This design comes from an exercise in tuning for small area, a short achievable clock period and few clock cycles per item on the open sky130 flow, not from production work.
Only simulation tests tie the RTL to the original design; equivalence was not proved.

==> exp/pepper <==
Design wrapped_angle_slew_tracker, start of the top module:
module wrapped_angle_slew_tracker
(
	input  wire logic                  clk,
	input  wire logic                  arst_n,
	input  wire logic                  cfg_valid,
	output      logic                  cfg_ready,
	input  wire logic [wast_pkg::CFG_IDX_W-1:0]  cfg_index,
	input  wire logic [wast_pkg::CFG_DATA_W-1:0] cfg_data,
	input  wire logic                  in_valid,
	output      logic                  in_ready,
	input  wire logic [wast_pkg::CMD_W-1:0]      cmd,
	input  wire logic [wast_pkg::ANGLE_W-1:0]    angle_in,
	input  wire logic [wast_pkg::TIME_W-1:0]     elapsed_time,
	output      logic                  out_valid,
	input  wire logic                  out_ready,
	output      logic [wast_pkg::ANGLE_W-1:0]    current_angle,
	output      logic [wast_pkg::ANGLE_W-1:0]    target_angle
);
clock: 11.0 ns
lec_check: 0
abc_area: 1
cap_margin: 20
core_margin: 2
core_utilization: 50
slew_margin: 20
run.sh (not shown) runs the stock make flow with config.mk's settings and CLKGATE_MAP_FILE= SYNTH_SCRIPT=/design/flow/synth_recipe.tcl, a recipe that flattens the netlist after the stock synthesis.
==> exp/nickel: changes against exp/pepper <==
Settings changed: ABC_AREA 1 to unset, CORE_UTILIZATION 50 to 40.
==> notes <==
Die area: exp/pepper is smaller than exp/nickel (about 20%). Against exp/pepper, the clock skew of exp/nickel is higher by 7.7 ps. In exp/pepper the synthesized cell count is larger than in exp/nickel, by about 17%. Sequential share of layout area: exp/nickel is lower than exp/pepper (0.091 points). Of exp/nickel and exp/pepper, exp/nickel has the higher hold slack (gap 23 ps).
Testbench counts of exp/pepper, summed over its fixed seeds: cycles 2,416, items 2,400.
Testbench counts of exp/nickel, summed over its fixed seeds: cycles 2,416, items 2,400.

* * *

==> build 13: inputs <==
Another version of the RTL of wrapped_angle_slew_tracker (not shown whole).
Settings: LEC_CHECK=0, ABC_AREA=1, CAP_MARGIN=20, CORE_MARGIN=2, CORE_UTILIZATION=55, SETUP_SLACK_MARGIN=4.5, SLEW_MARGIN=20; clock period 11.0 ns.
standard.sh (not shown) runs the stock make flow with config.mk's settings and CLKGATE_MAP_FILE= SYNTH_SCRIPT=/design/flow/synth_recipe.tcl, a recipe that flattens the netlist after the stock synthesis.
==> flow/flow/run.sh <==
#!/bin/bash
# Standard layout, with one netlist clean-up between synthesis and floorplan:
# flow/faopt.py removes inverters around full adders by flipping the polarity
# of full adders (a full adder is self-dual), without changing the logic.
set -euo pipefail
R="$PWD/orfs/results/${FLOW_PLATFORM}/wrapped_angle_slew_tracker/base"
bash standard.sh synth > synth.log 2>&1
python3 flow/faopt.py "$R/1_2_yosys.v" "$R/1_2_yosys.faopt.v" > faopt.log 2>&1
grep -c "sky130_fd_sc_hd__inv" "$R/1_2_yosys.v" "$R/1_2_yosys.faopt.v" >> faopt.log 2>&1 || true
cp "$R/1_2_yosys.v" "$R/1_2_yosys.standard.v"
mv "$R/1_2_yosys.faopt.v" "$R/1_2_yosys.v"
bash standard.sh > layout.log 2>&1
Other scripts of this flow, unchanged in this note and not shown: flow/flow/faopt.py
==> build 9 (differences from build 13) <==
--- a/flow/design.v
+++ b/flow/design.v
@@ -118,25 +118,22 @@
 			c1_q  <= c0_q;
 			g1_q  <= {(gd[31:28] != '0) ? 4'hF : gd[27:24], gd[23:0]};
 			l1_q  <= (c0_q == wast_pkg::CMD_TICK) ? lim_sat : t0_q;
 			gz1_q <= (gain_q == '0) || (t0_q == '0);
 		end
 	end
 	always_comb begin
-		logic signed [17:0] g, d, p, pw, q, qw;
-		g  = $signed({2'b00, goal_q});
-		d  = $signed({3'b000, dmag_q});
-		p  = g + d;
-		pw = g + d - $signed({1'b0, FULL17});
-		q  = g - d;
-		qw = g - d + $signed({1'b0, FULL17});
-		if (dneg_q)
-			cur_c = pw[17] ? p[15:0] : pw[15:0];
-		else
-			cur_c = q[17] ? qw[15:0] : q[15:0];
+		logic [16:0] t;
+		if (dneg_q) begin
+			t = {1'b0, goal_q} + {2'b00, dmag_q};
+			cur_c = (t >= FULL17) ? 16'(t - FULL17) : t[15:0];
+		end else begin
+			t = {1'b0, goal_q} - {2'b00, dmag_q};
+			cur_c = t[16] ? 16'(t + FULL17) : t[15:0];
+		end
 	end
 	assign current_angle = cur_c;
 	assign target_angle  = goal_q;
 	logic [14:0] zmask;
 	logic [23:0] lor;
 	logic        rnd;
 	logic [43:0] q_s, q_c;
@@ -148,16 +145,14 @@
 	logic [19:0] yd, yl, y12;
 	logic        sneg;
 	logic        lo, hi;
 	logic [16:0] r_l, r_13;
 	logic [14:0] tk_mag;
 	logic        tk_neg;
 	logic [15:0] gz_t;
-	logic [14:0] gz_w;
-	logic        d_lt13;
 	logic        use_m;
 	logic [14:0] v_m;
 	logic [5:0][23:0] lp;
 	always_comb begin
 		lp[0] = g1_q[23:0];
 		for (int l = 0; l < 5; l++)
 			for (int i = 0; i < 24; i++)
@@ -191,23 +186,21 @@
 		lo   = !y12[19];
 		sneg = dneg_q && !gz1_q && (dmag_q != '0);
 		r_l  = {2'b00, dmag_q} - {1'b0, l1_q};
 		r_13 = {2'b00, dmag_q} - 17'd13;
 		sel_m = !hi && !lo;
 		sel_l = hi && (sneg || !lo);
 		v_l  = r_l[16]  ? 15'd0 : r_l[14:0];
-		d_lt13 = (dmag_q < 15'd13);
-		v_13 = d_lt13 ? 15'd0 : r_13[14:0];
+		v_13 = r_13[16] ? 15'd0 : r_13[14:0];
 		gz_t = {1'b0, dmag_q} + 16'd13;
-		gz_w = 15'(16'd46067 - {1'b0, dmag_q});
-		if (dneg_q && gz1_q && !d_lt13) begin
-			if (dmag_q > 15'd23027) begin
-				tk_mag = gz_w;
+		if (dneg_q && gz1_q && !r_13[16]) begin
+			if ({1'b0, gz_t} > HALF17) begin
+				tk_mag = 15'(FULL17 - {1'b0, gz_t});
 				tk_neg = 1'b0;
-			end else if (dmag_q == 15'd23027) begin
+			end else if ({1'b0, gz_t} == HALF17) begin
 				tk_mag = 15'(HALF17);
 				tk_neg = (goal_q < wast_pkg::HALF_TURN);
 			end else begin
 				tk_mag = gz_t[14:0];
 				tk_neg = 1'b1;
 			end
 			use_m = 1'b0;
==> flow/config.mk (replaced) <==
export PLATFORM = sky130hd
export DESIGN_NAME = wrapped_angle_slew_tracker
export DESIGN_NICKNAME = wrapped_angle_slew_tracker
export VERILOG_FILES = /design/flow/design.v
export SDC_FILE = /design/flow/constraint.sdc
export NUM_CORES = 4
export LEC_CHECK = 0
export ABC_AREA = 1
export CAP_MARGIN = 20
export CORE_MARGIN = 2
export CORE_UTILIZATION = 58
export SETUP_SLACK_MARGIN = 5
export SLEW_MARGIN = 20
==> run summary <==
Against build 9, the maximum frequency of build 13 is lower by 1.3%. Against build 13, the via count of build 9 is higher by about 2.2%. In build 13 the synthesized cell count is lower than in build 9, by about 1.4%. Sequential cell count is the same in build 13 and build 9.
Testbench counts of build 13, summed over its fixed seeds: cycles 2,424, items 2,400.
Testbench counts of build 9, summed over its fixed seeds: cycles 2,424, items 2,400.

## afterwards: timing with drivers on the ports
No port has a modelled driver above. Below, the same layouts with a new extraction and two added sets of constraints. Step 1: set_driving_cell puts a clkbuf_16 on clk and a buf_2 on each other input, an assumption about the parent block. Step 2 adds t to the input delays and takes it off the output delays; t is the mean of the earliest and latest rising clock arrival at the registers after step 1. Input paths then give back, and output paths get back, about the clock's delay inside the block. Three values: ideal ports, drivers, drivers and shift; two values: the first two.
run	t, ns	slack for setup (ns)	worst register clock-pin slew, ns	cell pins on the clock port's net
exp/pepper	0.540	1.763 / 1.763 / 1.763	0.06 / 0.06	1
exp/nickel	0.534	1.268 / 1.267 / 1.206	0.07 / 0.07	1
build 13	0.573	4.448 / 4.448 / 4.448	0.09 / 0.09	1
build 9	0.568	4.530 / 4.530 / 4.530	0.10 / 0.10	1
After both steps setup and hold are still met in every run listed. For exp/nickel, which loses most, drivers alone change the setup slack by -0.001 ns; drivers and shift together by -0.062 ns.
